Context: an optimization exercise on an open-source flow, tuned for small area, a short achievable clock period and few clock cycles. The choices shown serve that exercise and are no tape-out recipe. Only simulation tests tie the RTL to the original design; equivalence was not proved. Power is estimated from default activity; no workload was simulated.

Setup of v35:
## cqt_decoder
module cqt_decoder
#(
    parameter int MAX_CTB_COLS = 64   
) (
    input  logic        clk,
    input  logic        rst_n,
    input  logic        cqt_start,
    input  cqt_pkg::ctb_col_t    ctb_x,
    input  cqt_pkg::ctb_row_t    ctb_y,
    input  cqt_pkg::pix_x_t      pic_width,
    input  cqt_pkg::pix_y_t      pic_height,
    output logic        bin_req,
    output cqt_pkg::ctx_addr_t   ctx_addr,
    input  logic        bin,
    input  logic        bin_vld,
    output logic        cu_valid,
    input  logic        cu_ready,
    output cqt_pkg::pix_x_t      cu_x,
    output cqt_pkg::pix_y_t      cu_y,
    output logic [2:0]  cu_log2_size,
    output logic        busy,
    output logic        ctb_done
);
clock: 6.0 ns
lec_check: 0
abc_area: 1
cap_margin: 20
core_margin: 2
core_utilization: 50
cts_buf_list: sky130_fd_sc_hd__clkbuf_16
cts_cluster_diameter: 80
cts_cluster_size: 30
place_density: 0.7
setup_slack_margin: 3.6
slew_margin: 20
run.sh (not shown) runs the stock make flow with config.mk's settings and CLKGATE_MAP_FILE= SYNTH_SCRIPT=/design/flow/synth_recipe.tcl, a recipe that flattens the netlist after the stock synthesis.
Testbench counts of v35, summed over its fixed seeds: cycles 32,788.
Here is what was changed in the inputs of v13 compared with v35.
--- a/flow/design.v
+++ b/flow/design.v
@@ -78,29 +78,28 @@
     function automatic logic [1:0] dec2(input logic [1:0] a);
         dec2 = {a[1] ^ !a[0], !a[0]};
     endfunction
     function automatic logic [5:0] zidx(input logic [2:0] x, input logic [2:0] y);
         zidx = {y[2], x[2], y[1], x[1], y[0], x[0]};
     endfunction
     logic        busy_q;
     logic        done_q;
     logic        start;
     logic [7:1]  wm_q, hm_q;      
-    logic [2:0]  grp_q;           
-    logic [2:0]  tap_q;           
+    logic [5:0]  sel_q;           
     logic        byp_q;           
     logic        s0_q;
     logic [3:0]  s1_q;            
     logic [15:0] s2_q;            
     logic [6:0]  lb_q;            
     logic [6:0]  ab_q;            
-    logic [4:0]  shreg [MAX_CTB_COLS-1];
+    logic [4:0]  shreg [MAX_CTB_COLS];
     logic        req_q;           
     logic        wait_q;          
     logic [2:0]  fx_q, fy_q;      
     logic [1:0]  fd_q;
     logic        sv_q;            
     logic [2:0]  sx_q, sy_q;
     logic [1:0]  sd_q;
     logic        c1_q, c0_q;      
     logic [2:0]  ux_q, uy_q;      
     logic        uend_q;          
@@ -109,34 +108,30 @@
     logic [2:0]  osz_q;           
     assign start = cqt_start && !busy_q;
     logic [7:0] wm, hm;       
     logic [7:0] wmf, hmf;     
     assign wm  = {wm_q, 1'b1};
     assign hm  = {hm_q, 1'b1};
     assign wmf = {1'b0, wm[7:1]};
     assign hmf = {1'b0, hm[7:1]};
     logic       xfull, yfull;     
     logic [7:0] wm_in, hm_in;
-    logic [8:0] pm1_in;
-    logic [5:0] cm1_in;           
-    logic [5:0] sel_in;           
+    logic [6:0] cols_in;
     logic       lav, aav;
     assign xfull   = (ctb_x != pic_width[11:6]);
     assign yfull   = (ctb_y != pic_height[10:6]);
     always_comb
         for (int i = 0; i < 8; i++) begin
             wm_in[i] = xfull || (3'(i) < pic_width[5:3]);
             hm_in[i] = yfull || (3'(i) < pic_height[5:3]);
         end
-    assign pm1_in  = pic_width[11:3] - 9'd1;
-    assign cm1_in  = pm1_in[8:3];
-    assign sel_in  = cm1_in - 6'd1;
+    assign cols_in = {1'b0, pic_width[11:6]} + 7'(pic_width[5:3] != 3'd0);
     logic fresh_q;
     always_ff @(posedge clk)
         if (!rst_n)
             fresh_q <= 1'b1;
         else if (done_q)
             fresh_q <= 1'b0;
     assign lav     = !fresh_q;
     assign aav     = !fresh_q;
     function automatic logic [1:0] nb_ctx(input logic [2:0] x, input logic [2:0] y,
                                           input logic [1:0] d,
@@ -389,28 +384,27 @@
             busy_q <= 1'b0;
             done_q <= 1'b0;
         end else begin
             done_q <= busy_q && uend_q && take;
         end
     end
     assign busy     = busy_q;
     assign ctb_done = done_q;
     logic lastc_q, lastr_q, row0_q;
     always_ff @(posedge clk) begin
-        lastc_q <= (ctb_x == cm1_in);
+        lastc_q <= (pic_width[5:3] != 3'd0) ? !xfull : (ctb_x + 6'd1 == pic_width[11:6]);
         lastr_q <= (pic_height[5:3] != 3'd0) ? !yfull : (ctb_y + 5'd1 == pic_height[10:6]);
         row0_q  <= (ctb_y == '0);
         wm_q  <= wm_in[7:1];
         hm_q  <= hm_in[7:1];
-        grp_q <= sel_in[5:3];
-        tap_q <= sel_in[2:0] + 3'(sel_in[5:3] == 3'd7);
-        byp_q <= (cm1_in == 6'd0);
+        sel_q <= 6'(cols_in - 7'd2);
+        byp_q <= (cols_in == 7'd1);
     end
     logic       full;
     logic [6:0] bot;       
     logic [4:0] bot_enc;
     logic [6:0] tap_dec;
     assign full = wm[7] && hm[7];
     assign bot  = {s2_q[15], s2_q[14], s2_q[11], s2_q[10],
                    s1_q[3] || !full,
                    s1_q[2] || !(wm[3] && hm[7]),
                    s0_q || !full};
@@ -420,33 +414,31 @@
         else if (t[2])    enc = {3'b010, t[5], t[6]};
         else              enc = {4'b0000, t[0]};
     endfunction
     function automatic logic [6:0] dec(input logic [4:0] e);
         if (e[4])                 dec = {e[0], e[1], e[2], e[3], 3'b111};
         else if (e[3:2] == 2'b01) dec = {2'b00, e[0], e[1], 3'b011};
         else if (e[3:2] == 2'b10) dec = {e[0], e[1], 2'b00, 3'b101};
         else                      dec = {6'd0, e[0]};
     endfunction
     assign bot_enc = enc(bot);
-    logic [7:0] ins;      
+    logic [7:0] ins;
     always_comb
-        for (int m = 1; m < 8; m++)
-            ins[m] = (grp_q == 3'(7 - m));
-    assign ins[0] = 1'b0;
-    assign tap_dec = dec(shreg[6'd55 + 6'(tap_q)]);
+        for (int m = 0; m < 8; m++)
+            ins[m] = (sel_q[5:3] == 3'(7 - m));
+    assign tap_dec = dec(shreg[{3'd7, sel_q[2:0]}]);
     always_ff @(posedge clk) begin
         if (done_q) begin
             lb_q <= lastc_q ? 7'd0 : {s2_q[15], s2_q[13], s2_q[7], s2_q[5], s1_q[3], s1_q[1], s0_q};
             if ((row0_q && !lastc_q) || (lastc_q && lastr_q))
                 ab_q <= 7'd0;
             else
                 ab_q <= byp_q ? bot : tap_dec;
         end
     end
     always_ff @(posedge clk) begin
         if (done_q) begin
-            shreg[0] <= bot_enc;
-            for (int i = 1; i < MAX_CTB_COLS - 1; i++)
-                shreg[i] <= (i % 8 == 7 && ins[(i + 1) / 8]) ? bot_enc : shreg[i - 1];
+            for (int i = 0; i < MAX_CTB_COLS; i++)
+                shreg[i] <= (i % 8 == 0 && (i == 0 || ins[i / 8])) ? bot_enc : shreg[(i + MAX_CTB_COLS - 1) % MAX_CTB_COLS];
         end
     end
 endmodule
## What came out
- Every stage of the flow completed for v13, and the final layout passed the timing, DRC and antenna checks.
- The number of clock sinks of v13 is higher than that of v35.
- v13 consumes more power than v35 does.
- Final hold violation count: v13 vs v35 identical
- Initial cell density of the core: v13 vs v35 up 0.18 points
- Critical path depth (higher): v35
- Higher static leakage among v13 and v35: v35
- v13 vs. v35: horizontal die dimension now sits higher; non-clock buffer count in the final layout -21.
- Changes observed in v13 relative to v35: combinational power share saw an increase; routed length on met3 saw an increase; post-CTS repair timing setup buffer count saw a decrease; post-placement cell area saw an increase.
Testbench counts of v13, summed over its fixed seeds: cycles 32,788.

## port drivers added, routing unchanged
No port has a modelled driver above. Below, the same layouts with a new extraction and two added sets of constraints.
Step 1 sets driving cells, clkbuf_16 on the clock port and buf_2 on the other inputs (assumed; they add their load-dependent delay and slew).
Step 2 moves the port delays by t, midway between the first and last clock arrival at a register: inputs arrive t later, outputs are due t later. That takes back most of the time a late clock gives input paths.
a / b / c = ideal ports / drivers / drivers and shift; a / b = the first two.
run	t, ns	setup slack, ns	worst hold slack (ns)
v35	0.584	3.443 / 3.448 / 2.864	0.410 / 0.410 / 0.410
v13	0.589	3.629 / 3.579 / 3.042	0.413 / 0.413 / 0.413
After both steps setup and hold are still met in every run listed. The setup slack of v13, which loses most, moves by -0.050 ns with the drivers and by -0.587 ns with both steps.
